Source: an optimization exercise on an open RTL-to-GDS flow (aim: small area, a short achievable clock period and few clock cycles). Production flows keep margins and buffers that such runs may drop.
The RTL was checked by simulation tests, not by an equivalence proof against the original design.
Power and IR drop assume default switching activity.

### config.mk
export PLATFORM = sky130hd
export DESIGN_NAME = machine_run_hour_meter
export DESIGN_NICKNAME = machine_run_hour_meter
export VERILOG_FILES = /design/flow/design.v
export SDC_FILE = /design/flow/constraint.sdc
export NUM_CORES = 4
export LEC_CHECK = 0
export CAP_MARGIN = 20
export CORE_MARGIN = 2
export CORE_UTILIZATION = 60
export CTS_CLUSTER_DIAMETER = 100
export CTS_CLUSTER_SIZE = 30
export PLACE_DENSITY = 0.75
export SETUP_SLACK_MARGIN = 2.6
export SLEW_MARGIN = 20
### constraint.sdc
create_clock -name core_clock -period 5.0 [get_ports {clock}]
set_input_delay 1.0000 -clock core_clock [delete_from_list [all_inputs] [get_ports {clock}]]
set_output_delay 1.0000 -clock core_clock [all_outputs]
set_load 0.01 [all_outputs]
### design.v
package mrhm_pkg;
   localparam int COUNT_BITS = 32;
   localparam int DEBOUNCE_BITS = 10;
   localparam int TIMEOUT_BITS  = 32;
   localparam int SECONDS_BITS  = 32;
   localparam int TICKS_BITS    = 32;
   localparam int CSR_DATA_BITS = 32;
   localparam logic [DEBOUNCE_BITS-1:0] DEBOUNCE_RESET = 10'd50;
   localparam logic [TIMEOUT_BITS-1:0]  TIMEOUT_RESET  = 32'd60000;
   typedef enum logic [0:0] {
      CSR_DEBOUNCE = 1'b0,
      CSR_TIMEOUT  = 1'b1
   } csr_index_type;
   typedef enum logic [1:0] {
      MODE_IDLE  = 2'd0,
      MODE_RUN   = 2'd1,
      MODE_PAUSE = 2'd2
   } mode_type;
   typedef enum logic [2:0] {
      EV_NONE   = 3'd0,
      EV_START  = 3'd1,
      EV_PAUSE  = 3'd2,
      EV_RESUME = 3'd3,
      EV_FINISH = 3'd4
   } event_type;
   typedef struct packed {
      logic [DEBOUNCE_BITS-1:0] debounce_ticks;
      logic [TIMEOUT_BITS-1:0]  timeout_ticks;
   } cfg_type;
   typedef struct packed {
      logic                     qualified_level;
      logic [DEBOUNCE_BITS-1:0] stable_count;
      mode_type                 run_mode;
      logic [COUNT_BITS-1:0]    elapsed;
      logic [COUNT_BITS-1:0]    on_total;
      logic [COUNT_BITS-1:0]    off_total;
      logic [SECONDS_BITS-1:0]  start_stamp;
      logic [SECONDS_BITS-1:0]  end_stamp;
   } meter_state_type;
endpackage
module mrhm_step
(
   input  logic                                       cur_run,
   input  logic                                       cur_pause,
   input  logic [mrhm_pkg::DEBOUNCE_BITS-1:0]         cur_stable,
   input  logic                                       cur_stable_ge,
   input  logic [mrhm_pkg::COUNT_BITS-1:0]            cur_elapsed1,
   input  logic                                       cur_elapsed_max,
   input  logic [mrhm_pkg::TICKS_BITS-1:0]            cur_run_sum,
   input  logic [mrhm_pkg::TICKS_BITS-1:0]            cur_on,
   input  logic [mrhm_pkg::TICKS_BITS-1:0]            cur_off,
   input  logic [mrhm_pkg::SECONDS_BITS-1:0]          cur_start,
   input  logic [mrhm_pkg::SECONDS_BITS-1:0]          cur_end,
   input  mrhm_pkg::cfg_type                          cfg,
   input  logic                                       raw_level,
   input  logic [mrhm_pkg::SECONDS_BITS-1:0]          wall_seconds,
   output logic                                       nxt_run,
   output logic                                       nxt_pause,
   output logic [mrhm_pkg::DEBOUNCE_BITS-1:0]         nxt_stable,
   output logic                                       nxt_stable_ge,
   output logic [mrhm_pkg::COUNT_BITS-1:0]            nxt_elapsed1,
   output logic                                       nxt_elapsed_max,
   output logic [mrhm_pkg::TICKS_BITS-1:0]            nxt_run_sum,
   output logic [mrhm_pkg::TICKS_BITS-1:0]            nxt_on,
   output logic [mrhm_pkg::TICKS_BITS-1:0]            nxt_off,
   output logic [mrhm_pkg::SECONDS_BITS-1:0]          nxt_start,
   output logic [mrhm_pkg::SECONDS_BITS-1:0]          nxt_end
);
   logic                             cur_idle;
   logic                             counting, flip, timed_out;
   logic                             ev_start, ev_pause, ev_resume;
   logic [mrhm_pkg::DEBOUNCE_BITS-1:0] stable_inc;
   logic                             elapsed1_max;
   logic [mrhm_pkg::TICKS_BITS-1:0]  sum, other;
   assign cur_idle  = !cur_run && !cur_pause;
   assign ev_pause  = cur_run   && !raw_level && cur_stable_ge;
   assign ev_start  = cur_idle  &&  raw_level && cur_stable_ge;
   assign ev_resume = cur_pause &&  raw_level && cur_stable_ge;
   assign flip      = ev_pause || ev_start || ev_resume;
   assign counting  = (cur_run && !raw_level && !cur_stable_ge)
                   || (!cur_run && raw_level && !cur_stable_ge);
   assign stable_inc = cur_stable + 1'b1;
   assign nxt_stable = counting ? stable_inc : '0;
   assign nxt_stable_ge = counting ? (cur_stable == cfg.debounce_ticks - 1'b1)
                                   : (cfg.debounce_ticks == '0);
   assign timed_out = cur_elapsed1 >= cfg.timeout_ticks;
   assign nxt_run   = ev_start || ev_resume || (cur_run && !ev_pause);
   assign nxt_pause = ev_pause || (cur_pause && !ev_resume && !timed_out);
   assign elapsed1_max    = &cur_elapsed1;
   assign nxt_elapsed1    = flip ? mrhm_pkg::COUNT_BITS'(1)
                          : elapsed1_max ? cur_elapsed1 : cur_elapsed1 + 1'b1;
   assign nxt_elapsed_max = !flip && elapsed1_max;
   assign sum   = cur_elapsed_max ? cur_run_sum : cur_run_sum + 1'b1;
   assign other = cur_run ? cur_off : cur_on;
   assign nxt_run_sum = !flip ? sum : cur_idle ? '0 : other;
   assign nxt_on    = ev_start ? '0 : ev_pause  ? sum : cur_on;
   assign nxt_off   = ev_start ? '0 : ev_resume ? sum : cur_off;
   assign nxt_start = ev_start ? wall_seconds : cur_start;
   assign nxt_end   = ev_pause ? wall_seconds : cur_end;
endmodule
module machine_run_hour_meter
(
   input  logic         clock,
   input  logic         reset,
   input  logic         req_tvalid,
   output logic         req_tready,
   input  logic [39:0]  req_tdata,    
   output logic         rsp_tvalid,
   input  logic         rsp_tready,
   output logic [135:0] rsp_tdata,
   input  logic                               csr_we,
   input  mrhm_pkg::csr_index_type            csr_index,
   input  logic [mrhm_pkg::CSR_DATA_BITS-1:0] csr_wdata
);
   mrhm_pkg::cfg_type                 cfg_ff;
   logic                              run_ff, pause_ff;
   logic [mrhm_pkg::DEBOUNCE_BITS-1:0] stable_ff;
   logic                              stable_ge_ff;
   logic [mrhm_pkg::COUNT_BITS-1:0]   elapsed1_ff;
   logic                              elapsed_max_ff;
   logic [mrhm_pkg::TICKS_BITS-1:0]   run_sum_ff;
   logic [mrhm_pkg::TICKS_BITS-1:0]   on_ff, off_ff;
   logic [mrhm_pkg::SECONDS_BITS-1:0] start_ff, end_ff;
   logic                              prev_run_ff, prev_pause_ff;
   mrhm_pkg::event_type               rsp_event;
   logic                              rsp_valid_ff, rsp_valid_out_ff;
   logic                              nxt_run, nxt_pause;
   logic [mrhm_pkg::DEBOUNCE_BITS-1:0] nxt_stable;
   logic                              nxt_stable_ge;
   logic [mrhm_pkg::COUNT_BITS-1:0]   nxt_elapsed1;
   logic                              nxt_elapsed_max;
   logic [mrhm_pkg::TICKS_BITS-1:0]   nxt_run_sum;
   logic [mrhm_pkg::TICKS_BITS-1:0]   nxt_on, nxt_off;
   logic [mrhm_pkg::SECONDS_BITS-1:0] nxt_start, nxt_end;
   logic                              req_accept;
   assign req_tready = !rsp_valid_out_ff || rsp_tready;
   assign req_accept = req_tvalid && (!rsp_valid_ff || rsp_tready);
   always_ff @(posedge clock) begin
      if (reset) begin
         cfg_ff.debounce_ticks <= mrhm_pkg::DEBOUNCE_RESET;
         cfg_ff.timeout_ticks  <= mrhm_pkg::TIMEOUT_RESET;
      end else if (csr_we) begin
         if (csr_index == mrhm_pkg::CSR_DEBOUNCE)
            cfg_ff.debounce_ticks <= csr_wdata[mrhm_pkg::DEBOUNCE_BITS-1:0];
         else
            cfg_ff.timeout_ticks  <= csr_wdata[mrhm_pkg::TIMEOUT_BITS-1:0];
      end
   end
   mrhm_step u_step (
      .cur_run      (run_ff),
      .cur_pause    (pause_ff),
      .cur_stable   (stable_ff),
      .cur_stable_ge (stable_ge_ff),
      .cur_elapsed1 (elapsed1_ff),
      .cur_elapsed_max (elapsed_max_ff),
      .cur_run_sum  (run_sum_ff),
      .cur_on       (on_ff),
      .cur_off      (off_ff),
      .cur_start    (start_ff),
      .cur_end      (end_ff),
      .cfg          (cfg_ff),
      .raw_level    (req_tdata[0] | req_tdata[1]),
      .wall_seconds (req_tdata[33:2]),
      .nxt_run      (nxt_run),
      .nxt_pause    (nxt_pause),
      .nxt_stable   (nxt_stable),
      .nxt_stable_ge (nxt_stable_ge),
      .nxt_elapsed1 (nxt_elapsed1),
      .nxt_elapsed_max (nxt_elapsed_max),
      .nxt_run_sum  (nxt_run_sum),
      .nxt_on       (nxt_on),
      .nxt_off      (nxt_off),
      .nxt_start    (nxt_start),
      .nxt_end      (nxt_end)
   );
   always_ff @(posedge clock) begin
      if (reset) begin
         run_ff      <= 1'b0;
         pause_ff    <= 1'b0;
         stable_ff   <= '0;
         on_ff       <= '0;
         off_ff      <= '0;
         start_ff    <= '0;
         end_ff      <= '0;
      end else if (req_accept) begin
         run_ff      <= nxt_run;
         pause_ff    <= nxt_pause;
         stable_ff   <= nxt_stable;
         on_ff       <= nxt_on;
         off_ff      <= nxt_off;
         start_ff    <= nxt_start;
         end_ff      <= nxt_end;
      end
   end
   always_ff @(posedge clock) begin
      if (req_accept) begin
         elapsed1_ff    <= nxt_elapsed1;
         elapsed_max_ff <= nxt_elapsed_max;
         run_sum_ff     <= nxt_run_sum;
      end
   end
   always_ff @(posedge clock) begin
      if (reset) begin
         stable_ge_ff <= 1'b0;
      end else if (req_accept) begin
         stable_ge_ff <= nxt_stable_ge;
      end else if (csr_we && csr_index == mrhm_pkg::CSR_DEBOUNCE) begin
         stable_ge_ff <= stable_ff >= csr_wdata[mrhm_pkg::DEBOUNCE_BITS-1:0];
      end
   end
   always_ff @(posedge clock) begin
      if (req_accept) begin
         prev_run_ff   <= run_ff;
         prev_pause_ff <= pause_ff;
      end
   end
   assign rsp_event = mrhm_pkg::event_type'({
      prev_pause_ff && !run_ff && !pause_ff,
      (prev_run_ff && pause_ff) || (prev_pause_ff && run_ff),
      run_ff && !prev_run_ff});
   always_ff @(posedge clock) begin
      if (reset) begin
         rsp_valid_ff <= 1'b0;
      end else if (req_accept) begin
         rsp_valid_ff <= 1'b1;
      end else if (rsp_tready) begin
         rsp_valid_ff <= 1'b0;
      end
   end
   always_ff @(posedge clock) begin
      if (reset) begin
         rsp_valid_out_ff <= 1'b0;
      end else if (req_tvalid && req_tready) begin
         rsp_valid_out_ff <= 1'b1;
      end else if (rsp_tready) begin
         rsp_valid_out_ff <= 1'b0;
      end
   end
   assign rsp_tvalid = rsp_valid_out_ff;
   assign rsp_tdata  = {3'b000, end_ff, start_ff, off_ff, on_ff,
                        pause_ff, run_ff, rsp_event};
endmodule
### flow/run.sh
#!/bin/bash
export BUFFER_PORTS_ARGS="-buffer_cell sky130_fd_sc_hd__buf_1"
bash standard.sh finish > standard.log 2>&1
### standard.sh
#!/bin/bash
# synth_recipe.tcl (not shown) runs the flow's synth.tcl, then flattens the netlist and writes it again
# the make line also repeats each setting of config.mk as NAME=value (left out here)
make -C /OpenROAD-flow-scripts/flow DESIGN_CONFIG=/design/flow/config.mk WORK_HOME=/design/flow/orfs CLKGATE_MAP_FILE= SYNTH_SCRIPT=/design/flow/synth_recipe.tcl "${@:-finish}"
==> results.tsv, run 1 <==
stage	metric	value	unit
power_and_ir_drop	part of the power in the clock network	30.5	%
run_status	run status	complete, no violations	
cts	CTS tree	done	
setup_path	largest fanout on the critical path	2	
setup_path	Critical Path RT	4.00	ns
cts	H-tree depth	1	
synthesis	Synth Cell Area	11800	um^2
placement	GP Congestion	0.837	
power_and_ir_drop	leakage power	4.71	nW
cts	Clock Path Buffers	3	
sta	fmax	423	MHz
synthesis	top cells by area, synth	dfxtp_1 (31%), edfxtp_1 (17%), nand2_1 (9.8%)	
grt	initial antenna violation count	0	
layout	Layout Cell Area excl Fill	13300	um^2
layout	Final #Nets	1657	
floorplanning	Die Ht	144	um
setup_path	R2R cell count	6	
run	max-cap violations	0	
power_and_ir_drop	Psw	0.944	mW
synthesis	Netlist cell types	64	
grt	largest net degree at the start of global routing	95	
sta	Worst Clk Skew	0.0204	ns
floorplanning	Die Wd	144	um
synthesis	Seq/Total Area, Yosys	48.4	%
placement	DP Wirelength	19.3	mm
setup_path	crit path kind	primary input to output pin	
cts	clk sink count	252	
min_path	Hold/Removal Path Class	flop to flop	
setup_path	R2R Path Start	elapsed_max_ff	
drt	drt initial violations	748	
synthesis	largest area contributor in the netlist	dfxtp_1	
power_and_ir_drop	sequential power share	59.6	%
cts	hold buffer count at cts	0	
power_and_ir_drop	switching share of power	25.1	%
layout	area grow syn2layout	13.0	%
synthesis	Yosys top cell area share	31.4	%
min_path	Hold Path Stages	2	
sta	Hold Violations, Final	0	
floorplanning	row count	51	
layout	most frequent cells in the layout	nand2_1 (306), buf_1 (203), dfxtp_1 (183)	
drt	drt drc	0	
layout	commonest non-fill, non-tap cell in the layout	nand2_1	
floorplanning	initial core utilization	60.8	%
sta	Fin Setup TNS	0	ns
grt	gr usage total	26.9	%
sta	measured slew at the worst slew-check pin	1.05	ns
synthesis	synth warn	1	
floorplanning	IO Count	216	
placement	input/output buffers	206	
drt	WL final	28.9	mm
power_and_ir_drop	worst vdd ir	0.229	mV
synthesis	Post-synth EDFFs	67	
sta	final setup fails	0	
drt	WL/cell	16.0	um
sta	Final min period	2.37	ns
sta	Slew HR	29.9	%
min_path	hold path startpoint	start_ff[25]	
layout	share of cells above drive strength 1	5.01	%
layout	number of antenna diodes	0	
floorplanning	die area	20800	um^2
setup_path	CP startpoint kind	primary input	
power_and_ir_drop	Internal	2.81	mW
cts	worst skew pair latency	0.49	ns
power_and_ir_drop	power per cell area	282	nW/um^2
synthesis	async set or reset register ratio after synthesis	0	%
setup_path	RR Endpoint	run_sum_ff[30]	
grt	GRT overflow	0	
grt	first-pass GRT wire length	45.4	mm
cts	root buffer cell	clkbuf_16	
setup_path	FF-to-FF setup slack	2.72	ns
synthesis	Primary FF master, synth	dfxtp_1	
cts	clk slew on worst S/H paths	0.11	ns
sta	WHS	0.460	ns
synthesis	Syn Area/Cell	8.65	um^2
cts	Num CTS Buffers	12	
synthesis	FF+latch count, synth	252	
grt	vias in the first global route	9145	
setup_path	Critical Path AT	1.37	ns
drt	Final ANT Viol Nets	0	
sta	Max Slew Vio Count	0	
drt	Vias	10162	
drt	via/cell ratio	5.64	
setup_path	crit end category	output pin	
synthesis	Syn Inst Count	1365	
power_and_ir_drop	Comb pwr share	9.8	%
sta	RSZ-0062 raised after global routing	true	
min_path	Hold Path Sink	start_ff[25]	
drt	number of detailed-routing iterations run before antenna repair	5	
sta	period utilization	47.3	%
floorplanning	core area	19400	um^2
placement	Placed Area	12700	um^2
==> cells in the mapped netlist (all sizes together), types with 2 or more instances <==
| master | count |
|---|---|
| ha | 47 |
| a221oi | 11 |
| xnor2 | 41 |
| nand4 | 30 |
| or2 | 3 |
| o21ai | 65 |
| and3 | 15 |
| nand3 | 23 |
| a21oi | 163 |
| nor2b | 5 |
| inv | 60 |
| buf | 31 |
| nor4 | 8 |
| clkbuf | 49 |
| nor2 | 94 |
| a211oi | 16 |
| or3b | 2 |
| a22oi | 6 |
| a21o | 8 |
| nor3b | 3 |
| nand4b | 3 |
| o32ai | 6 |
| dfxtp | 185 |
| edfxtp | 67 |
| o211ai | 11 |
| xor2 | 37 |
| o311a | 6 |
| nand2 | 311 |
| and2 | 7 |
| or3 | 10 |
| mux2i | 2 |
| and4 | 6 |
| nand2b | 5 |
| nor3 | 13 |
==> state kept, by name, summed over array words and instances (netlist names) <==
signal	cells
elapsed_max_ff	1
elapsed1_ff	32
run_ff	1
pause_ff	1
run_sum_ff	32
prev_run_ff	1
rsp_valid_ff	1
off_ff	32
stable_ge_ff	1
prev_pause_ff	1
end_ff	32
rsp_valid_out_ff	1
on_ff	32
start_ff	32
stable_ff	10
cfg_ff	42
==> how the worst max path moves through the flow <==
| stage | from | endpoint | cells past startpoint |
|---|---|---|---|
| floorplan | req_tdata[1] | elapsed1_ff[0] | 6 |
| detailed placement | req_tdata[1] | on_ff[26] | 6 |
| global route | reset | pause_ff | 5 |
| global placement | req_tdata[1] | on_ff[28] | 6 |
| finish | rsp_tready | req_tready | 3 |
| CTS | rsp_tready | off_ff[12] | 7 |
==> kinds of logic (layout without fill, tap and decap cells) <==
kind of cell,Yosys count,after routing,synth area share [%]
flops,252,252,48.4
xor+xnor,78,78,5.79
other cells,1,3,0.0318
mux,2,2,0.170
buf+inv,141,310,5.00
simple gates,543,544,20.9
compound gates,301,301,14.7
fa+ha+maj,47,47,4.98
==> power by group through the flow <==
stage	sequential, mW	combinational (mW)	clock, mW
floorplan	2.27	0.257	0
global placement	2.29	0.336	0
detailed placement	2.29	0.348	0
CTS	2.24	0.361	1.17
global route	2.25	0.417	1.23
finish	2.24	0.369	1.15
==> worst max-delay path: stages <==
cell and delay, ns:
buf_1 0.08, nand2b_1 0.15, clkbuf_2 0.13
==> cell type report <==
| type | instances | area [um^2] |
|---|---|---|
| Sequential cell | 252 | 5720 |
| Multi-Input combinational cell | 975 | 5610 |
| Timing Repair Buffer | 230 | 1070 |
| Clock buffer | 17 | 340 |
| Inverter | 61 | 229 |
| Tap cell | 265 | 332 |
| Fill cell | 1700 | 6070 |
| Clock inverter | 2 | 22.5 |
==> per-stage QoR <==
stage / setup slack [ns] / utilization (%) / cells / total power, mW
floorplan: 2.36 / - / 1367 / 2.53
global placement: 1.77 / 65.3 / 1768 / 2.62
detailed placement: 1.70 / 65.4 / 1769 / 2.64
CTS: 2.57 / 68.2 / 1795 / 3.77
global route: 2.53 / 68.7 / 1802 / 3.90
finish: 2.63 / 68.7 / 1802 / 3.76
==> routing by layer <==
metal  up-vias  wire (um)  part of all wire, %  global-route usage [%]
li1       5002          -                    -                       -
met1      4778      12700                   44                    36.6
met2       337      13900                   48                    45.7
met3        45       1710                  5.9                    2.78
met4         0        643                  2.2                    7.82
met5         -          0                    0                       0
==> what timing repair did <==
action                     4_1_cts  5_1_grt
gates resized for setup         20       16
setup buffers                    4        7
cloned                           3        0
pin swaps                        3        3
setup endpoints to repair      122      124
Testbench counts, summed over its fixed seeds: cycles 24,082.
==> run 2, diff against run 1 <==
--- a/config.mk
+++ b/config.mk
@@ -6,5 +6,5 @@
 export NUM_CORES = 4
 export LEC_CHECK = 0
-export CAP_MARGIN = 20
+export CAP_MARGIN = 5
 export CORE_MARGIN = 2
 export CORE_UTILIZATION = 60
@@ -13,3 +13,3 @@
 export PLACE_DENSITY = 0.75
 export SETUP_SLACK_MARGIN = 2.6
-export SLEW_MARGIN = 20
+export SLEW_MARGIN = 5
==> run 2 against run 1 <==
- highest routed layer unchanged
- cell count is 0.28% higher
- sequential share of layout area is 0.080 points lower
- first-iteration DRC count is 16% lower
- sequential power hardly changed
- core utilization is 0.13 points higher
- synthesized cell count stayed put
- total power is 0.15% higher
- critical path depth stayed put
- routed wire length is 0.11% higher
- largest power group unchanged
- global-route usage is 0.27 points lower
==> results.tsv, run 2 <==
stage	metric	value	unit	change
layout	fillers	1666		was 1700
sta	fmax	422	MHz	was 423 MHz
setup_path	Cell Chain, Critical Path	buf_12 -> nor3b_2 -> buf_2		was buf_1 -> nand2b_1 -> clkbuf_2
synthesis	FF+latch count, synth	252		unchanged
floorplanning	core area	19400	um^2	unchanged
drt	Vias	10137		was 10162
setup_path	FF-to-FF setup slack	2.72	ns	about the same
synthesis	Post-synth top cells	nand2_1 (309), dfxtp_1 (185), a21oi_1 (163)		unchanged
setup_path	crit end category	output pin		unchanged
layout	area taken by multi-input logic gates	5610	um^2	about the same
drt	via/cell ratio	5.61		was 5.64
synthesis	most frequent cell after synthesis	nand2_1		unchanged
synthesis	Post-synth EDFFs	67		unchanged
setup_path	CP startpoint kind	flop		was primary input
layout	number of antenna diodes	0		unchanged
cts	root buffer cell	clkbuf_16		unchanged
synthesis	Synth Cell Area	11800	um^2	unchanged
drt	WL final	28.9	mm	about the same
drt	drt initial violations	630		was 748
setup_path	Critical Path AT	1.37	ns	about the same
drt	number of detailed-routing iterations run before antenna repair	5		unchanged
floorplanning	initial core utilization	60.8	%	unchanged
sta	fin worst setup slack	2.63	ns	about the same
sta	Slew HR	21.2	%	was 29.9%
cts	clk sink count	252		unchanged
synthesis	Yosys top cell area share	31.4	%	unchanged
sta	Hold Violations, Final	0		unchanged
min_path	Hold/Removal Path Class	flop to flop		unchanged
sta	measured slew at the worst slew-check pin	1.18	ns	was 1.05 ns
run_status	run status	complete, no violations		unchanged
synthesis	post-synthesis adder-cell area fraction	4.98	%	unchanged
sta	Max Slew Vio Count	0		unchanged
drt	drt drc	0		unchanged
layout	area grow syn2layout	13.2	%	was 13.0%
sta	Fin Setup TNS	0	ns	unchanged
floorplanning	row count	51		unchanged
cts	clk slew on worst S/H paths	0.11	ns	about the same
synthesis	synth warn	1		unchanged
synthesis	mux cell area share after synthesis	0.170	%	unchanged
synthesis	async set or reset register ratio after synthesis	0	%	unchanged
floorplanning	IO Count	216		unchanged
placement	DP Wirelength	19.3	mm	about the same
sta	final setup fails	0		unchanged
synthesis	simple-gate area share of the yosys netlist	20.9	%	unchanged
drt	WL/cell	16.0	um	about the same
cts	Clock Path Buffers	3		unchanged
floorplanning	Die Wd	144	um	unchanged
layout	most frequent cells in the layout	nand2_1 (306), buf_1 (203), dfxtp_1 (183)		unchanged
power_and_ir_drop	power per cell area	282	nW/um^2	about the same
floorplanning	Die Ht	144	um	unchanged
grt	initial antenna violation count	0		unchanged
synthesis	largest area contributor in the netlist	dfxtp_1		unchanged
cts	Num CTS Buffers	12		unchanged
synthesis	Syn Area/Cell	8.65	um^2	unchanged
layout	Layout Cell Area excl Fill	13400	um^2	was 13300 um^2
cts	worst skew pair latency	0.50	ns	was 0.49 ns
layout	max FFs per register	42		unchanged
grt	largest net degree at the start of global routing	95		unchanged
layout	commonest non-fill, non-tap cell in the layout	nand2_1		unchanged
sta	Final min period	2.37	ns	about the same
synthesis	Syn Inst Count	1365		unchanged
sta	period utilization	47.4	%	was 47.3%
setup_path	largest fanout on the critical path	13		was 2
synthesis	top cells by area, synth	dfxtp_1 (31%), edfxtp_1 (17%), nand2_1 (9.8%)		unchanged
cts	H-tree depth	1		unchanged
grt	gr usage total	26.6	%	was 26.9%
synthesis	complex-gate fraction of the synthesized area	14.7	%	unchanged
setup_path	slowest stage cell, crit path	dfxtp_4		was nand2b_1
sta	RSZ-0062 raised after global routing	true		unchanged
layout	register area	5720	um^2	unchanged
synthesis	largest family of logic cells by synthesized area	simple AND/OR/NAND/NOR gates		unchanged
floorplanning	die area	20800	um^2	unchanged
cts	CTS tree	done		unchanged
synthesis	Primary FF master, synth	dfxtp_1		unchanged
power_and_ir_drop	leakage power	4.72	nW	was 4.71 nW
layout	Final #Nets	1661		was 1657
setup_path	max incr delay on CP	0.38	ns	was 0.15 ns
synthesis	Seq/Total Area, Yosys	48.4	%	unchanged
grt	GRT overflow	0		unchanged
run	max-cap violations	0		unchanged
placement	input/output buffers	206		unchanged
placement	Post-Place Worst Slack	1.68	ns	was 1.70 ns
setup_path	Critical Path RT	4.00	ns	about the same
sta	Worst Clk Skew	0.0231	ns	was 0.0204 ns
layout	Top reg by flops	cfg_ff		unchanged
grt	first-pass GRT wire length	45.2	mm	was 45.4 mm
synthesis	post-synthesis xor/xnor area fraction	5.79	%	unchanged
layout	share of cells above drive strength 1	5.25	%	was 5.01%
synthesis	Netlist cell types	64		unchanged
layout	fin util	68.8	%	was 68.7%
power_and_ir_drop	worst vdd ir	0.171	mV	was 0.229 mV
cts	hold buffer count at cts	0		unchanged
setup_path	crit path kind	flop to output pin		was primary input to output pin
drt	Final ANT Viol Nets	0		unchanged
grt	vias in the first global route	8993		was 9145
placement	GP Congestion	0.837		unchanged
placement	Placed Area	12700	um^2	about the same
run 2: cell counts after synthesis:
No cell type changed its count.
run 2: kinds of logic (layout without fill, tap and decap cells):
| family | Yosys count | in the layout |
|---|---|---|
| AOI/OAI and AO/OA | 301 | 301 |
| xor gates and xnor gates | 78 | 78 |
| adders and majority gates | 47 | 47 |
| buffers and inverters | 141 | 315 |
| DFF | 252 | 252 |
| muxes | 2 | 2 |
| other | 1 | 3 |
| and+or+nand+nor | 543 | 544 |
run 2: final cells by class:
class	instances	area share [%]
Sequential cell	252	42.9
Inverter	61	1.74
Timing Repair Buffer	234	8.18
Multi-Input combinational cell	975	42.0
Tap cell	265	2.48
Clock inverter	2	0.187
Clock buffer	18	2.58
run 2: what timing repair did:
item                                    4_1_cts  5_1_grt
pin swaps                                     3        3
buffers inserted                              5       11
gates cloned                                  2        1
endpoints found under the hold margin         0        0
gates resized for setup                      20       16
endpoints found under the setup margin      115      123
run 2: per-layer routing:
metal | vias to the layer above | share of wire (%) | track usage [%]
met1 | 4730 | 43 | 37.1
met5 | - | 0 | 0
met4 | 0 | 2.6 | 6.95
met2 | 333 | 47 | 44.4
li1 | 5023 | - | -
met3 | 51 | 6.8 | 3.05
run 2: report_power, final:
part | internal [mW] | switching, mW
combinational | 0.145 | 0.224
clock | 0.496 | 0.658
sequential | 2.18 | 0.0659
total | 2.82 | 0.948
run 2: final timing paths:
path | to | depth (start not counted) | from
setup / recovery | rsp_tdata[2] | 3 | run_ff
hold / removal | end_ff[4] | 2 | end_ff[4]
setup reg to reg | run_sum_ff[31] | 6 | elapsed_max_ff
hold reg to reg | end_ff[4] | 2 | end_ff[4]
run 2: stage by stage:
stage | power, mW | std cells | hold slack [ns]
6_report | 3.76 | 1807 | 0.461
5_1_grt | 3.91 | 1807 | 0.478
4_1_cts | 3.78 | 1795 | 0.461
3_5_place_dp | 2.64 | 1768 | 0.445
3_3_place_gp | 2.62 | 1768 | 0.440
2_1_floorplan | 2.53 | 1367 | 0.426
run 2: worst max-delay path, delay by kind of cell (launching register included):
kind,cells,cell delay (ns)
flops,1,0.38
buf+inv,2,0.30
simple gates,1,0.18
==> run 3, diff against run 2 <==
--- a/design.v
+++ b/design.v
@@ -124,5 +124,5 @@
    logic                              prev_run_ff, prev_pause_ff;
    mrhm_pkg::event_type               rsp_event;
-   logic                              rsp_valid_ff, rsp_valid_out_ff;
+   logic                              rsp_valid_ff;
    logic                              nxt_run, nxt_pause;
    logic [mrhm_pkg::DEBOUNCE_BITS-1:0] nxt_stable;
@@ -134,6 +134,6 @@
    logic [mrhm_pkg::SECONDS_BITS-1:0] nxt_start, nxt_end;
    logic                              req_accept;
-   assign req_tready = !rsp_valid_out_ff || rsp_tready;
-   assign req_accept = req_tvalid && (!rsp_valid_ff || rsp_tready);
+   assign req_tready = rsp_tready;
+   assign req_accept = req_tvalid && rsp_tready;
    always_ff @(posedge clock) begin
       if (reset) begin
@@ -222,20 +222,9 @@
       if (reset) begin
          rsp_valid_ff <= 1'b0;
-      end else if (req_accept) begin
-         rsp_valid_ff <= 1'b1;
       end else if (rsp_tready) begin
-         rsp_valid_ff <= 1'b0;
-      end
-   end
-   always_ff @(posedge clock) begin
-      if (reset) begin
-         rsp_valid_out_ff <= 1'b0;
-      end else if (req_tvalid && req_tready) begin
-         rsp_valid_out_ff <= 1'b1;
-      end else if (rsp_tready) begin
-         rsp_valid_out_ff <= 1'b0;
-      end
-   end
-   assign rsp_tvalid = rsp_valid_out_ff;
+         rsp_valid_ff <= req_tvalid;
+      end
+   end
+   assign rsp_tvalid = rsp_valid_ff;
    assign rsp_tdata  = {3'b000, end_ff, start_ff, off_ff, on_ff,
                         pause_ff, run_ff, rsp_event};
--- a/config.mk
+++ b/config.mk
@@ -6,5 +6,5 @@
 export NUM_CORES = 4
 export LEC_CHECK = 0
-export CAP_MARGIN = 5
+export CAP_MARGIN = 20
 export CORE_MARGIN = 2
 export CORE_UTILIZATION = 60
@@ -13,3 +13,3 @@
 export PLACE_DENSITY = 0.75
 export SETUP_SLACK_MARGIN = 2.6
-export SLEW_MARGIN = 5
+export SLEW_MARGIN = 20
==> run 3 against run 2 <==
- still clean on timing, DRC and antenna
- core utilization down 0.15 points
- count of clock-buffer cells in the layout unchanged
- worst setup slack better by 0.024 ns
- non-clock buffer count down 11
- synthesized area down 0.19%
- cell area down 0.54%
- sequential cell count down 1
- critical endpoint is now rsp_tdata[1]
==> results.tsv, run 3 <==
stage	metric	value	unit	change
sta	fmax	427	MHz	was 422 MHz
power_and_ir_drop	Internal	2.78	mW	was 2.82 mW
layout	most frequent cells in the layout	nand2_1 (295), buf_1 (204), dfxtp_1 (182)		was nand2_1 (306), buf_1 (203), dfxtp_1 (183)
drt	Final ANT Viol Nets	0		unchanged
layout	area taken by multi-input logic gates	5710	um^2	was 5610 um^2
cts	H-tree depth	1		unchanged
floorplanning	initial core utilization	60.9	%	was 60.8%
setup_path	CP startpoint kind	flop		unchanged
synthesis	simple-gate area share of the yosys netlist	21.4	%	was 20.9%
power_and_ir_drop	leakage power	4.73	nW	was 4.72 nW
power_and_ir_drop	Psw	0.918	mW	was 0.948 mW
drt	number of detailed-routing iterations run before antenna repair	5		unchanged
setup_path	crit end category	output pin		unchanged
sta	Fin Setup TNS	0	ns	unchanged
power_and_ir_drop	Comb pwr share	9.4	%	was 9.8%
run	max-cap violations	0		unchanged
grt	gr usage total	26.6	%	about the same
setup_path	worst path bufs/invs	2		unchanged
synthesis	Netlist cell types	58		was 64
sta	RSZ-0062 raised after global routing	false		was true
setup_path	Cell Chain, Critical Path	buf_12 -> a22o_1 -> buf_1		was buf_12 -> nor3b_2 -> buf_2
cts	hold buffer count at cts	0		unchanged
layout	fillers	1619		was 1666
layout	Top reg by flops	cfg_ff		unchanged
drt	drt initial violations	644		was 630
floorplanning	Die Ht	144	um	about the same
synthesis	largest family of logic cells by synthesized area	simple AND/OR/NAND/NOR gates		unchanged
synthesis	post-synthesis adder-cell area fraction	4.99	%	was 4.98%
sta	Max Slew Vio Count	0		unchanged
sta	final setup fails	0		unchanged
cts	root buffer cell	clkbuf_16		unchanged
sta	period utilization	46.9	%	was 47.4%
synthesis	Syn Area/Cell	8.65	um^2	about the same
synthesis	largest area contributor in the netlist	dfxtp_1		unchanged
sta	Worst Clk Skew	0.0164	ns	was 0.0231 ns
drt	drt drc	0		unchanged
setup_path	crit path kind	flop to output pin		unchanged
min_path	Hold/Removal Path Class	flop to flop		unchanged
placement	GP Congestion	0.845		was 0.837
synthesis	async set or reset register ratio after synthesis	0	%	unchanged
synthesis	post-synthesis xor/xnor area fraction	5.50	%	was 5.79%
setup_path	Critical Path AT	1.34	ns	was 1.37 ns
layout	commonest non-fill, non-tap cell in the layout	nand2_1		unchanged
drt	Vias	10107		was 10137
setup_path	slowest stage cell, crit path	dfxtp_4		unchanged
placement	input/output buffers	206		unchanged
power_and_ir_drop	switching share of power	24.9	%	was 25.2%
layout	area grow syn2layout	12.8	%	was 13.2%
grt	initial antenna violation count	1		was 0
layout	register area	5700	um^2	was 5720 um^2
run_status	run status	complete, no violations		unchanged
power_and_ir_drop	sequential power share	59.7	%	was 59.5%
synthesis	Yosys top cell area share	31.3	%	was 31.4%
cts	Num CTS Buffers	12		unchanged
layout	max FFs per register	42		unchanged
cts	CTS tree	done		unchanged
sta	Hold Violations, Final	0		unchanged
drt	WL final	28.8	mm	was 28.9 mm
grt	GRT overflow	0		unchanged
layout	share of cells above drive strength 1	5.17	%	was 5.25%
synthesis	Synth Cell Area	11800	um^2	about the same
drt	via/cell ratio	5.64		was 5.61
setup_path	largest fanout on the critical path	14		was 13
grt	largest net degree at the start of global routing	88		was 95
synthesis	Post-synth top cells	nand2_1 (297), dfxtp_1 (184), a21oi_1 (180)		was nand2_1 (309), dfxtp_1 (185), a21oi_1 (163)
floorplanning	row count	51		unchanged
floorplanning	Die Wd	144	um	about the same
synthesis	complex-gate fraction of the synthesized area	14.8	%	was 14.7%
drt	WL/cell	16.1	um	was 16.0 um
floorplanning	IO Count	216		unchanged
power_and_ir_drop	part of the power in the clock network	30.9	%	was 30.7%
sta	Slew HR	31.5	%	was 21.2%
synthesis	synth warn	1		unchanged
setup_path	Critical Path RT	4.00	ns	about the same
placement	DP Wirelength	19.2	mm	was 19.3 mm
grt	vias in the first global route	9027		was 8993
synthesis	Primary FF master, synth	dfxtp_1		unchanged
sta	measured slew at the worst slew-check pin	1.03	ns	was 1.18 ns
synthesis	FF+latch count, synth	251		was 252
cts	clk slew on worst S/H paths	0.11	ns	about the same
cts	worst skew pair latency	0.49	ns	was 0.50 ns
layout	Final #Nets	1646		was 1661
synthesis	Syn Inst Count	1361		was 1365
sta	Final min period	2.34	ns	was 2.37 ns
setup_path	largest delay contributor family on the critical path	flip-flops		unchanged
power_and_ir_drop	Tot Pwr	3.69	mW	was 3.76 mW
synthesis	most frequent cell after synthesis	nand2_1		unchanged
setup_path	max incr delay on CP	0.37	ns	was 0.38 ns
cts	Clock Path Buffers	3		unchanged
synthesis	Post-synth EDFFs	67		unchanged
floorplanning	core area	19300	um^2	was 19400 um^2
synthesis	mux cell area share after synthesis	0.276	%	was 0.170%
cts	clk sink count	251		was 252
floorplanning	die area	20800	um^2	about the same
grt	first-pass GRT wire length	44.8	mm	was 45.2 mm
synthesis	Seq/Total Area, Yosys	48.4	%	about the same
power_and_ir_drop	power per cell area	278	nW/um^2	was 282 nW/um^2
power_and_ir_drop	worst vdd ir	0.187	mV	was 0.171 mV
synthesis	top cells by area, synth	dfxtp_1 (31%), edfxtp_1 (17%), nand2_1 (9.5%)		was dfxtp_1 (31%), edfxtp_1 (17%), nand2_1 (9.8%)
run 3: routing by layer:
layer  routed length [um]  global-route usage, %
met5                    0                      0
met1                12500                   36.4
met2                13900                   45.0
met3                 1980                   3.77
met4                  502                   5.88
run 3: power by group through the flow:
stage	Combinational, mW	Sequential (mW)	Clock, mW
global route	0.388	2.21	1.24
finish	0.347	2.20	1.14
floorplan	0.238	2.24	0
global placement	0.324	2.25	0
detailed placement	0.333	2.25	0
CTS	0.342	2.20	1.17
run 3: worst register-to-register path, cell delays in order (launching register included):
cell	delay, ns
edfxtp_1	0.46
ha_2	0.24
and4_1	0.30
and4_4	0.30
nand3_2	0.16
nor3_4	0.37
nor2_4	0.07
buf_12	0.16
run 3: logic make-up after synthesis:
family,count (synthesis)
and+or+nand+nor,553
AOI/OAI and AO/OA,297
DFF,251
buffers and inverters,135
xor gates and xnor gates,74
adders and majority gates,47
muxes,3
other,1
run 3: repair_timing:
| action | in CTS | in global routing |
|---|---|---|
| gates cloned | 2 | 1 |
| pin swaps | 5 | 2 |
| setup buffers | 3 | 3 |
| resized for setup | 18 | 17 |
| setup endpoints to repair | 153 | 115 |
run 3: per-stage QoR:
stage               setup WS [ns]  instances  instance area (um^2)  util, %  hold slack [ns]
global route                 2.60       1792                 13300     68.7            0.476
detailed placement           1.44       1763                 12700     65.6            0.445
global placement             1.49       1763                 12700     65.6            0.441
CTS                          2.60       1788                 13200     68.1            0.462
floorplan                    2.42       1363                 11800        -            0.430
finish                       2.66       1793                 13300     68.7            0.459
run 3: area by class of cell:
cell class	count	share of cell area [%]
inverters	54	1.58
flip-flops and latches	251	42.9
repair buffers	223	7.20
multi-input cells	979	43.0
diodes	1	0.0188
clock buffers	18	2.59
clock inverters	2	0.170
well taps	265	2.50
run 3: path summary, 6_finish.rpt:
check	start	end	slack [ns]	cells past startpoint
worst max-delay path	pause_ff	rsp_tdata[1]	2.66	3
worst min register to register	start_ff[24]	start_ff[24]	0.46	2
worst max register to register	elapsed1_ff[0]	elapsed1_ff[24]	2.70	7
worst min-delay path	start_ff[24]	start_ff[24]	0.46	2
Testbench counts of run 3, summed over its fixed seeds: cycles 24,082.
==> run 4, diff against run 3 <==
--- a/config.mk
+++ b/config.mk
@@ -12,4 +12,4 @@
 export CTS_CLUSTER_SIZE = 30
 export PLACE_DENSITY = 0.75
-export SETUP_SLACK_MARGIN = 2.6
+export SETUP_SLACK_MARGIN = 2.8
 export SLEW_MARGIN = 20
==> run 4 against run 3 <==
- routed wire length grew 2.5%
- largest power group unchanged
- critical path depth is the same
- still clean on timing, DRC and antenna
- critical endpoint unchanged
- worst hold slack is essentially flat
- total power grew 1.4%
- cell area grew 4.3%
- via count grew 1.1%
- count of clock-buffer cells in the layout grew 1
- cell count grew 2.0%
==> results.tsv, run 4 <==
stage	metric	value	unit	change
run_status	run status	complete, no violations		unchanged
grt	GRT overflow	0		unchanged
synthesis	post-synthesis adder-cell area fraction	4.99	%	unchanged
cts	clk slew on worst S/H paths	0.11	ns	about the same
synthesis	Syn Area/Cell	8.65	um^2	unchanged
synthesis	Netlist cell types	58		unchanged
drt	via/cell ratio	5.59		was 5.64
sta	Max Slew Vio Count	0		unchanged
power_and_ir_drop	worst vdd ir	0.220	mV	was 0.187 mV
floorplanning	initial core utilization	60.9	%	unchanged
layout	area grow syn2layout	17.6	%	was 12.8%
floorplanning	core area	19300	um^2	unchanged
synthesis	async set or reset register ratio after synthesis	0	%	unchanged
layout	commonest non-fill, non-tap cell in the layout	nand2_1		unchanged
setup_path	crit end category	output pin		unchanged
sta	final setup fails	0		unchanged
setup_path	Critical Path AT	1.33	ns	was 1.34 ns
synthesis	Post-synth EDFFs	67		unchanged
cts	H-tree depth	1		unchanged
power_and_ir_drop	power per cell area	271	nW/um^2	was 278 nW/um^2
power_and_ir_drop	part of the power in the clock network	31.1	%	was 30.9%
grt	initial antenna violation count	0		was 1
cts	Num CTS Buffers	12		unchanged
power_and_ir_drop	Comb pwr share	10.0	%	was 9.4%
layout	Final #Nets	1682		was 1646
synthesis	Synth Cell Area	11800	um^2	unchanged
power_and_ir_drop	switching share of power	25.0	%	was 24.9%
floorplanning	row count	51		unchanged
cts	hold buffer count at cts	0		unchanged
grt	vias in the first global route	9047		was 9027
layout	most frequent cells in the layout	nand2_1 (293), buf_1 (199), dfxtp_1 (182)		was nand2_1 (295), buf_1 (204), dfxtp_1 (182)
placement	Post-Place Worst Slack	1.66	ns	was 1.44 ns
floorplanning	IO Count	216		unchanged
sta	measured slew at the worst slew-check pin	1.03	ns	about the same
sta	fmax	430	MHz	was 427 MHz
sta	Hold Violations, Final	0		unchanged
drt	number of detailed-routing iterations run before antenna repair	5		unchanged
grt	gr usage total	26.6	%	about the same
layout	number of antenna diodes	0		was 1
layout	share of cells above drive strength 1	9.15	%	was 5.17%
synthesis	post-synthesis xor/xnor area fraction	5.50	%	unchanged
synthesis	simple-gate area share of the yosys netlist	21.4	%	unchanged
synthesis	largest family of logic cells by synthesized area	simple AND/OR/NAND/NOR gates		unchanged
synthesis	mux cell area share after synthesis	0.276	%	unchanged
layout	Top reg by flops	cfg_ff		unchanged
synthesis	Syn Inst Count	1361		unchanged
synthesis	largest area contributor in the netlist	dfxtp_1		unchanged
sta	Slew HR	31.3	%	was 31.5%
sta	RSZ-0062 raised after global routing	true		was false
cts	worst skew pair latency	0.50	ns	was 0.49 ns
drt	Final ANT Viol Nets	0		unchanged
layout	max FFs per register	42		unchanged
setup_path	FF-to-FF setup slack	2.74	ns	was 2.70 ns
setup_path	largest fanout on the critical path	5		was 14
drt	WL/cell	16.2	um	was 16.1 um
synthesis	Post-synth top cells	nand2_1 (297), dfxtp_1 (184), a21oi_1 (180)		unchanged
floorplanning	Die Ht	144	um	unchanged
sta	period utilization	46.5	%	was 46.9%
synthesis	FF+latch count, synth	251		unchanged
power_and_ir_drop	sequential power share	58.9	%	was 59.7%
cts	clk sink count	251		unchanged
synthesis	Yosys top cell area share	31.3	%	unchanged
layout	fin util	71.6	%	was 68.7%
drt	drt drc	0		unchanged
grt	first-pass GRT wire length	45.0	mm	was 44.8 mm
synthesis	top cells by area, synth	dfxtp_1 (31%), edfxtp_1 (17%), nand2_1 (9.5%)		unchanged
placement	GP Congestion	0.848		was 0.845
sta	Worst Clk Skew	0.0261	ns	was 0.0164 ns
synthesis	complex-gate fraction of the synthesized area	14.8	%	unchanged
setup_path	Critical Path RT	4.00	ns	about the same
placement	DP Wirelength	19.1	mm	was 19.2 mm
setup_path	crit path kind	flop to output pin		unchanged
placement	input/output buffers	206		unchanged
synthesis	most frequent cell after synthesis	nand2_1		unchanged
drt	WL final	29.5	mm	was 28.8 mm
sta	Final min period	2.33	ns	was 2.34 ns
synthesis	synth warn	1		unchanged
power_and_ir_drop	leakage power	5.00	nW	was 4.73 nW
drt	drt initial violations	577		was 644
floorplanning	Die Wd	144	um	unchanged
cts	Clock Path Buffers	3		unchanged
sta	Fin Setup TNS	0	ns	unchanged
synthesis	Seq/Total Area, Yosys	48.4	%	unchanged
run	max-cap violations	0		unchanged
setup_path	CP startpoint kind	flop		unchanged
sta	WHS	0.460	ns	was 0.459 ns
drt	Vias	10220		was 10107
power_and_ir_drop	Psw	0.935	mW	was 0.918 mW
power_and_ir_drop	Tot Pwr	3.75	mW	was 3.69 mW
floorplanning	die area	20800	um^2	unchanged
cts	root buffer cell	clkbuf_16		unchanged
sta	fin worst setup slack	2.67	ns	was 2.66 ns
synthesis	Primary FF master, synth	dfxtp_1		unchanged
min_path	Hold/Removal Path Class	flop to flop		unchanged
cts	CTS tree	done		unchanged
power_and_ir_drop	Internal	2.81	mW	was 2.78 mW
grt	largest net degree at the start of global routing	74		was 88
run 4: cell types whose count changed in the layout (fill, tap and decap cells not counted), moves of 5 or more:
| cell | previous run | this run |
|---|---|---|
| xnor2_2 | 0 | 5 |
| xnor2_1 | 37 | 32 |
| buf_4 | 13 | 38 |
| buf_1 | 204 | 199 |
| nor2_1 | 101 | 96 |
| buf_6 | 0 | 8 |
run 4: cell families after synthesis:
group / after synthesis
fa+ha+maj: 47
simple gates: 553
flops: 251
mux: 3
other cells: 1
buf+inv: 135
xor+xnor: 74
compound gates: 297
run 4: layout make-up:
| type | instances | area, um^2 |
|---|---|---|
| multi-input cells | 980 | 5880 |
| flip-flops and latches | 251 | 5700 |
| fillers | 1563 | 5490 |
| repair buffers | 258 | 1350 |
| clock buffers | 19 | 358 |
| well taps | 265 | 332 |
| inverters | 54 | 210 |
| clock inverters | 1 | 20.0 |
run 4: worst paths after layout:
| check | startpoint | cells after the start | endpoint |
|---|---|---|---|
| min | start_ff[18] | 2 | start_ff[18] |
| max | run_ff | 3 | rsp_tdata[1] |
| max reg2reg | elapsed_max_ff | 8 | run_sum_ff[15] |
| min reg2reg | start_ff[18] | 2 | start_ff[18] |
run 4: stage by stage:
step,cell area [um^2],instances
floorplan,11900,1363
global placement,12700,1763
detailed placement,12700,1763
CTS,13400,1803
global route,13800,1828
finish,13800,1828
run 4: power by group through the flow:
stage / Clock, mW / Sequential, mW / Combinational, mW
5_1_grt: 1.25 / 2.21 / 0.419
4_1_cts: 1.18 / 2.20 / 0.355
6_report: 1.17 / 2.21 / 0.374
3_3_place_gp: 0 / 2.25 / 0.323
3_5_place_dp: 0 / 2.25 / 0.333
2_1_floorplan: 0 / 2.24 / 0.244
run 4: worst max-delay path, stage by stage, from the launching register on:
cell     delay (ns)
dfxtp_4        0.38
buf_12         0.13
a22o_1         0.19
buf_2          0.13
run 4: per-layer routing:
| metal | up-vias | part of all wire [%] | global-route usage (%) |
|---|---|---|---|
| li1 | 5066 | - | - |
| met1 | 4788 | 43 | 36.4 |
| met2 | 323 | 49 | 45.4 |
| met3 | 43 | 5.6 | 2.91 |
| met4 | 0 | 2.0 | 6.76 |
| met5 | - | 0 | 0 |
run 4: what timing repair did:
action                                  in CTS  in global routing
gates cloned                                 3                  4
pin swaps                                    7                 20
endpoints found under the setup margin     187                194
gates resized for setup                     46                 42
setup buffers                               17                 21
==> run 5, diff against run 4 <==
--- a/config.mk
+++ b/config.mk
@@ -12,4 +12,4 @@
 export CTS_CLUSTER_SIZE = 30
 export PLACE_DENSITY = 0.75
-export SETUP_SLACK_MARGIN = 2.8
+export SETUP_SLACK_MARGIN = 2.65
 export SLEW_MARGIN = 20
==> run 5 against run 4 <==
- first-iteration DRC count grew 5.7%
- sequential power barely moved
- global-route usage is 0.37 points higher
- synthesized cell count unchanged
- via count decreased by 1.3%
- maximum frequency up 0.22%
- critical path type is now primary input to flop
- largest cell class is now sequential cells
- largest power group unchanged
- highest routed layer unchanged
==> results.tsv, run 5 <==
stage	metric	value	unit	change
layout	most frequent cells in the layout	nand2_1 (294), buf_1 (203), dfxtp_1 (182)		was nand2_1 (293), buf_1 (199), dfxtp_1 (182)
grt	GRT overflow	0		unchanged
layout	register area	5700	um^2	about the same
sta	Max Slew Vio Count	0		unchanged
synthesis	Syn Area/Cell	8.65	um^2	unchanged
cts	clk sink count	251		unchanged
power_and_ir_drop	worst vdd ir	0.236	mV	was 0.220 mV
layout	share of cells above drive strength 1	5.92	%	was 9.15%
placement	GP Congestion	0.840		was 0.848
sta	WHS	0.460	ns	about the same
cts	CTS tree	done		unchanged
drt	via/cell ratio	5.60		was 5.59
power_and_ir_drop	switching share of power	24.9	%	was 25.0%
cts	clk slew on worst S/H paths	0.11	ns	about the same
synthesis	post-synthesis adder-cell area fraction	4.99	%	unchanged
min_path	Hold/Removal Path Class	flop to flop		unchanged
sta	RSZ-0062 raised after global routing	true		unchanged
layout	area grow syn2layout	13.6	%	was 17.6%
cts	H-tree depth	1		unchanged
synthesis	FF+latch count, synth	251		unchanged
synthesis	mux cell area share after synthesis	0.276	%	unchanged
power_and_ir_drop	Comb pwr share	9.5	%	was 10.0%
cts	worst skew pair latency	0.50	ns	about the same
synthesis	simple-gate area share of the yosys netlist	21.4	%	unchanged
run	max-cap violations	0		unchanged
layout	number of antenna diodes	0		unchanged
cts	Clock Path Buffers	3		unchanged
synthesis	synth warn	1		unchanged
synthesis	Yosys top cell area share	31.3	%	unchanged
synthesis	post-synthesis xor/xnor area fraction	5.50	%	unchanged
sta	Hold Violations, Final	0		unchanged
sta	Final min period	2.32	ns	was 2.33 ns
setup_path	Cell Chain, Critical Path	buf_1 -> or2_4 -> o21ai_1 -> a21o_1 -> nand3_1 -> nor3_4 -> nor2_4 -> buf_12		was buf_12 -> a22o_1 -> buf_2
synthesis	async set or reset register ratio after synthesis	0	%	unchanged
setup_path	max incr delay on CP	0.36	ns	was 0.38 ns
placement	DP Wirelength	19.2	mm	was 19.1 mm
power_and_ir_drop	sequential power share	59.6	%	was 58.9%
floorplanning	row count	51		unchanged
layout	Final #Nets	1655		was 1682
floorplanning	initial core utilization	60.9	%	unchanged
sta	fmax	431	MHz	was 430 MHz
grt	first-pass GRT wire length	45.6	mm	was 45.0 mm
cts	root buffer cell	clkbuf_16		unchanged
drt	number of detailed-routing iterations run before antenna repair	5		unchanged
synthesis	Seq/Total Area, Yosys	48.4	%	unchanged
synthesis	Post-synth top cells	nand2_1 (297), dfxtp_1 (184), a21oi_1 (180)		unchanged
setup_path	CP startpoint kind	primary input		was flop
layout	fillers	1633		was 1563
synthesis	largest family of logic cells by synthesized area	simple AND/OR/NAND/NOR gates		unchanged
synthesis	Primary FF master, synth	dfxtp_1		unchanged
layout	max FFs per register	42		unchanged
power_and_ir_drop	part of the power in the clock network	30.9	%	was 31.1%
setup_path	crit end category	flop		was output pin
synthesis	complex-gate fraction of the synthesized area	14.8	%	unchanged
power_and_ir_drop	Internal	2.78	mW	was 2.81 mW
setup_path	largest fanout on the critical path	16		was 5
placement	input/output buffers	206		unchanged
synthesis	most frequent cell after synthesis	nand2_1		unchanged
drt	drt initial violations	610		was 577
sta	Fin Setup TNS	0	ns	unchanged
floorplanning	Die Wd	144	um	unchanged
grt	largest net degree at the start of global routing	71		was 74
run_status	run status	complete, no violations		unchanged
sta	final setup fails	0		unchanged
synthesis	Syn Inst Count	1361		unchanged
synthesis	Post-synth EDFFs	67		unchanged
cts	Num CTS Buffers	12		unchanged
setup_path	slowest stage cell, crit path	nor3_4		was dfxtp_4
drt	Vias	10087		was 10220
drt	WL final	28.8	mm	was 29.5 mm
setup_path	Critical Path AT	2.57	ns	was 1.33 ns
setup_path	crit path kind	primary input to flop		was flop to output pin
power_and_ir_drop	leakage power	4.79	nW	was 5.00 nW
sta	Worst Clk Skew	0.0280	ns	was 0.0261 ns
floorplanning	IO Count	216		unchanged
layout	area taken by multi-input logic gates	5690	um^2	was 5880 um^2
drt	Final ANT Viol Nets	0		unchanged
synthesis	Synth Cell Area	11800	um^2	unchanged
sta	period utilization	46.4	%	was 46.5%
floorplanning	die area	20800	um^2	unchanged
floorplanning	core area	19300	um^2	unchanged
sta	measured slew at the worst slew-check pin	0.999	ns	was 1.03 ns
drt	WL/cell	16.0	um	was 16.2 um
layout	Top reg by flops	cfg_ff		unchanged
synthesis	largest area contributor in the netlist	dfxtp_1		unchanged
grt	vias in the first global route	9137		was 9047
synthesis	top cells by area, synth	dfxtp_1 (31%), edfxtp_1 (17%), nand2_1 (9.5%)		unchanged
floorplanning	Die Ht	144	um	unchanged
power_and_ir_drop	Psw	0.920	mW	was 0.935 mW
power_and_ir_drop	power per cell area	276	nW/um^2	was 271 nW/um^2
layout	commonest non-fill, non-tap cell in the layout	nand2_1		unchanged
grt	initial antenna violation count	0		unchanged
grt	gr usage total	27.0	%	was 26.6%
sta	Slew HR	33.4	%	was 31.3%
setup_path	Critical Path RT	5.25	ns	was 4.00 ns
drt	drt drc	0		unchanged
synthesis	Netlist cell types	58		unchanged
==> run 5: metrics by stage <==
stage | instance area, um^2 | power [mW] | cells | util [%] | worst slack [ns]
CTS | 13200 | 3.71 | 1790 | 68.5 | 2.54
finish | 13400 | 3.70 | 1801 | 69.2 | 2.68
global route | 13400 | 3.85 | 1801 | 69.2 | 2.60
detailed placement | 12700 | 2.58 | 1765 | 65.7 | 1.69
global placement | 12700 | 2.57 | 1765 | 65.7 | 1.74
floorplan | 11800 | 2.48 | 1363 | - | 2.42
==> run 5: cell families (layout without fill, tap and decap cells) <==
| group | count (synthesis) | count (layout) |
|---|---|---|
| mux | 3 | 3 |
| flops | 251 | 251 |
| buf+inv | 135 | 307 |
| compound gates | 297 | 297 |
| fa+ha+maj | 47 | 47 |
| other cells | 1 | 3 |
| xor+xnor | 74 | 74 |
| simple gates | 553 | 554 |
==> run 5: metal layers <==
metal / global-route usage, % / vias up / wire, um
li1: - / 5016 / -
met1: 36.9 / 4732 / 12800
met2: 45.4 / 306 / 13700
met5: 0 / - / 0
met4: 7.28 / 0 / 547
met3: 3.54 / 33 / 1810
==> run 5: final timing paths <==
kind / end / cells after the start / start / slack (ns)
worst min register to register: start_ff[17] / 2 / start_ff[17] / 0.46
worst max register to register: elapsed1_ff[22] / 7 / elapsed1_ff[0] / 2.72
worst max-delay path: elapsed1_ff[22] / 8 / req_tdata[1] / 2.68
worst min-delay path: start_ff[17] / 2 / start_ff[17] / 0.46
==> run 5: layout make-up <==
cell class | instances | share of cell area [%]
clock buffer | 18 | 2.57
clock inverter | 2 | 0.187
inverter | 54 | 1.55
multi-input combinational | 978 | 42.5
sequential | 251 | 42.6
tap | 265 | 2.48
timing repair buffer | 233 | 8.09
==> run 5: timing repair <==
item	CTS	global route
buffers inserted	3	10
endpoints found under the setup margin	179	100
gates resized for setup	28	10
pin swaps	3	7
hold buffers	0	0
gates cloned	2	1
==> run 5: worst max-delay path, delay by kind of cell <==
| kind | cells | cell delay, ns |
|---|---|---|
| buffers and inverters | 2 | 0.23 |
| AO/OA/AOI/OAI | 2 | 0.47 |
| AND/OR/NAND/NOR | 4 | 0.86 |
==> run 5: power groups by stage <==
stage / clock, mW / combinational, mW / sequential [mW]
finish: 1.14 / 0.353 / 2.20
global route: 1.24 / 0.399 / 2.21
CTS: 1.17 / 0.344 / 2.20
detailed placement: 0 / 0.332 / 2.25
global placement: 0 / 0.323 / 2.25
floorplan: 0 / 0.239 / 2.24
==> run 6, diff against run 5 <==
--- a/config.mk
+++ b/config.mk
@@ -8,8 +8,8 @@
 export CAP_MARGIN = 20
 export CORE_MARGIN = 2
-export CORE_UTILIZATION = 60
+export CORE_UTILIZATION = 50
 export CTS_CLUSTER_DIAMETER = 100
 export CTS_CLUSTER_SIZE = 30
-export PLACE_DENSITY = 0.75
-export SETUP_SLACK_MARGIN = 2.65
+export PLACE_DENSITY = 0.7
+export SETUP_SLACK_MARGIN = 2.7
 export SLEW_MARGIN = 20
==> run 6 against run 5 <==
- cell area is 1.9% higher
- synthesized cell count unchanged
- global-route usage shrank 3.5 points
- cell count is 3.8% higher
- sequential cell count is the same
- largest cell class is now multi-input combinational cells
- highest routed layer unchanged
- count of clock-buffer cells in the layout unchanged
- still clean
- sequential share of layout area fell by 0.76 points
- largest power group unchanged
- critical path depth shrank 5
- worst hold slack is essentially flat
- clock power grew 4%
- critical path type is now flop to output pin
- worst setup slack worse by 0.021 ns
- combinational power is 3% higher
==> results.tsv, run 6 <==
stage	metric	value	unit	change
synthesis	async set or reset register ratio after synthesis	0	%	unchanged
layout	most frequent cells in the layout	nand2_1 (293), buf_1 (200), dfxtp_1 (182)		was nand2_1 (294), buf_1 (203), dfxtp_1 (182)
setup_path	R2R Path Start	elapsed1_ff[1]		was elapsed1_ff[0]
cts	CTS tree	done		unchanged
power_and_ir_drop	leakage power	4.90	nW	was 4.79 nW
min_path	hold path startpoint	end_ff[13]		was start_ff[17]
drt	drt drc	0		unchanged
sta	Final min period	2.34	ns	was 2.32 ns
grt	initial antenna violation count	0		unchanged
sta	Fin Setup TNS	0	ns	unchanged
layout	area grow syn2layout	15.7	%	was 13.6%
layout	commonest non-fill, non-tap cell in the layout	nand2_1		unchanged
grt	first-pass GRT wire length	47.0	mm	was 45.6 mm
setup_path	Critical Path AT	1.34	ns	was 2.57 ns
drt	WL final	30.6	mm	was 28.8 mm
min_path	Hold/Removal Path Class	flop to flop		unchanged
grt	largest net degree at the start of global routing	65		was 71
sta	Slew HR	26.3	%	was 33.4%
synthesis	Syn Inst Count	1361		unchanged
synthesis	most frequent cell after synthesis	nand2_1		unchanged
layout	Final Non-Filler Cells	1870		was 1801
layout	Top reg by flops	cfg_ff		unchanged
synthesis	FF+latch count, synth	251		unchanged
cts	clk slew on worst S/H paths	0.11	ns	about the same
synthesis	Netlist cell types	58		unchanged
synthesis	Post-synth top cells	nand2_1 (297), dfxtp_1 (184), a21oi_1 (180)		unchanged
synthesis	post-synthesis adder-cell area fraction	4.99	%	unchanged
power_and_ir_drop	power per cell area	275	nW/um^2	was 276 nW/um^2
sta	fin worst setup slack	2.66	ns	was 2.68 ns
drt	via/cell ratio	5.47		was 5.60
synthesis	Yosys top cell area share	31.3	%	unchanged
synthesis	synth warn	1		unchanged
placement	DP Wirelength	20.1	mm	was 19.2 mm
sta	Max Slew Vio Count	0		unchanged
synthesis	post-synthesis xor/xnor area fraction	5.50	%	unchanged
floorplanning	row count	56		was 51
min_path	Hold Path Stages	2		unchanged
synthesis	simple-gate area share of the yosys netlist	21.4	%	unchanged
sta	Hold Violations, Final	0		unchanged
setup_path	crit path kind	flop to output pin		was primary input to flop
setup_path	RR Endpoint	elapsed1_ff[4]		was elapsed1_ff[22]
synthesis	mux cell area share after synthesis	0.276	%	unchanged
setup_path	FF-to-FF setup slack	2.72	ns	about the same
setup_path	Critical Path RT	4.00	ns	was 5.25 ns
placement	placed cells	1817		was 1765
drt	Final ANT Viol Nets	0		unchanged
floorplanning	Die Wd	157	um	was 144 um
floorplanning	die area	24800	um^2	was 20800 um^2
synthesis	largest area contributor in the netlist	dfxtp_1		unchanged
cts	root buffer cell	clkbuf_16		unchanged
cts	worst skew pair latency	0.50	ns	about the same
floorplanning	IO Count	216		unchanged
cts	clk sink count	251		unchanged
floorplanning	core area	23300	um^2	was 19300 um^2
cts	H-tree depth	1		unchanged
setup_path	crit end category	output pin		was flop
sta	period utilization	46.8	%	was 46.4%
layout	Layout Cell Area excl Fill	13600	um^2	was 13400 um^2
synthesis	Seq/Total Area, Yosys	48.4	%	unchanged
drt	drt initial violations	800		was 610
placement	Post-Place Worst Slack	1.63	ns	was 1.69 ns
placement	input/output buffers	206		unchanged
floorplanning	Die Ht	157	um	was 144 um
layout	number of antenna diodes	0		unchanged
synthesis	Synth Cell Area	11800	um^2	unchanged
drt	number of detailed-routing iterations run before antenna repair	5		unchanged
layout	fin util	58.4	%	was 69.2%
synthesis	top cells by area, synth	dfxtp_1 (31%), edfxtp_1 (17%), nand2_1 (9.5%)		unchanged
grt	GRT overflow	0		unchanged
run	max-cap violations	0		unchanged
synthesis	Syn Area/Cell	8.65	um^2	unchanged
cts	Num CTS Buffers	12		unchanged
sta	final setup fails	0		unchanged
run_status	run status	complete, no violations		unchanged
drt	WL/cell	16.4	um	was 16.0 um
layout	share of cells above drive strength 1	7.16	%	was 5.92%
drt	Vias	10237		was 10087
synthesis	largest family of logic cells by synthesized area	simple AND/OR/NAND/NOR gates		unchanged
placement	GP Congestion	0.835		was 0.840
min_path	Hold Path Sink	end_ff[13]		was start_ff[17]
synthesis	Post-synth EDFFs	67		unchanged
layout	fillers	2109		was 1633
setup_path	largest fanout on the critical path	8		was 16
placement	Placed Area	12800	um^2	was 12700 um^2
sta	WHS	0.460	ns	about the same
cts	Clock Path Buffers	3		unchanged
sta	RSZ-0062 raised after global routing	true		unchanged
sta	measured slew at the worst slew-check pin	1.10	ns	was 0.999 ns
power_and_ir_drop	Tot Pwr	3.75	mW	was 3.70 mW
sta	fmax	427	MHz	was 431 MHz
layout	Final #Nets	1670		was 1655
grt	vias in the first global route	9090		was 9137
power_and_ir_drop	worst vdd ir	0.199	mV	was 0.236 mV
layout	max FFs per register	42		unchanged
sta	Worst Clk Skew	0.0185	ns	was 0.0280 ns
synthesis	Primary FF master, synth	dfxtp_1		unchanged
grt	gr usage total	23.4	%	was 27.0%
floorplanning	initial core utilization	50.5	%	was 60.9%
setup_path	CP startpoint kind	flop		was primary input
setup_path	R2R cell count	7		unchanged
synthesis	complex-gate fraction of the synthesized area	14.8	%	unchanged
==> run 6: cell count changes in the layout (fill, tap and decap cells not counted), sizes merged <==
cell	before	now
bufbuf	1	2
clkinv	2	0
inv	54	56
nor2	106	107
clkbuf	20	23
buf	230	240
==> run 6: cell families (layout without fill, tap and decap cells) <==
kind of cell / count (synthesis) / count (layout)
AND/OR/NAND/NOR: 553 / 555
AO/OA/AOI/OAI: 297 / 297
flip-flops: 251 / 251
buffers and inverters: 135 / 321
XOR/XNOR: 74 / 74
adder cells (fa/ha/maj): 47 / 47
multiplexers: 3 / 3
other: 1 / 3
==> run 6: worst max-delay path, cell delays in order, from the launching register on <==
cell	delay (ns)
dfxtp_4	0.38
buf_12	0.14
a22o_1	0.21
clkbuf_2	0.13
==> run 6: layer usage <==
layer | global-route usage, % | up-vias | routed length, um
met5 | 0 | - | 0
met4 | 5.54 | 0 | 625
met3 | 2.34 | 37 | 1640
met2 | 39.2 | 302 | 14500
met1 | 32.8 | 4861 | 13800
li1 | - | 5037 | -
==> run 6: worst max-delay path by stage <==
stage / from / end / slack [ns]
global route: req_tdata[1] / elapsed1_ff[0] / 2.62
global placement: rsp_tready / start_ff[9] / 1.69
finish: run_ff / rsp_tdata[1] / 2.66
CTS: run_ff / rsp_tdata[0] / 2.58
floorplan: req_tdata[1] / elapsed1_ff[0] / 2.42
detailed placement: rsp_tready / off_ff[24] / 1.63
==> run 6: cell type report <==
class	instances	area [um^2]	share of cell area, %
clock inverter	2	20.0	0.147
timing repair buffer	247	1220	8.94
tap	319	399	2.93
inverter	54	210	1.54
multi-input combinational	979	5730	42.0
sequential	251	5700	41.8
clock buffer	18	354	2.60
==> run 6: timing repair <==
| item | 4_1_cts | 5_1_grt |
|---|---|---|
| hold buffers | 0 | 0 |
| setup buffers | 7 | 21 |
| setup endpoints to repair | 215 | 149 |
| pin swaps | 6 | 6 |
| gates resized for setup | 25 | 18 |
| gates cloned | 4 | 1 |
==> run 6: power breakdown <==
| group | internal [mW] | leakage [nW] | switching (mW) | total, mW |
|---|---|---|---|---|
| clock network | 0.510 | 0.183 | 0.666 | 1.18 |
| logic | 0.139 | 2.59 | 0.226 | 0.365 |
| registers | 2.15 | 2.12 | 0.0540 | 2.20 |

[static timing again, ports no longer ideal]
No port has a modelled driver above. Below, the same layouts with a new extraction and two added sets of constraints. Step 1 assumes that a clkbuf_16 drives the clock port and a buf_2 every other input. Step 2 moves the port delays by t, midway between the first and last clock arrival at a register: inputs arrive t later, outputs are due t later. That takes back most of the time a late clock gives input paths. Slacks: ideal / step 1 / step 2; pairs: ideal / step 1.
| run | t (ns) | setup slack, ns | clock arrival spread, ns | worst slew at a driven data input, ns |
|---|---|---|---|---|
| run 1 | 0.527 | 2.635 / 2.593 / 2.185 | 0.027 / 0.026 | 0.07 |
| run 2 | 0.534 | 2.632 / 2.588 / 2.155 | 0.024 / 0.025 | 0.06 |
| run 3 | 0.527 | 2.656 / 2.609 / 2.210 | 0.017 / 0.016 | 0.08 |
| run 4 | 0.536 | 2.674 / 2.623 / 2.233 | 0.026 / 0.026 | 0.06 |
| run 5 | 0.530 | 2.679 / 2.638 / 2.174 | 0.030 / 0.030 | 0.06 |
| run 6 | 0.538 | 2.658 / 2.608 / 2.173 | 0.020 / 0.020 | 0.05 |
After both steps setup and hold are still met in every run listed. The setup slack of run 5, which loses most, moves by -0.041 ns with the drivers and by -0.505 ns with both steps.
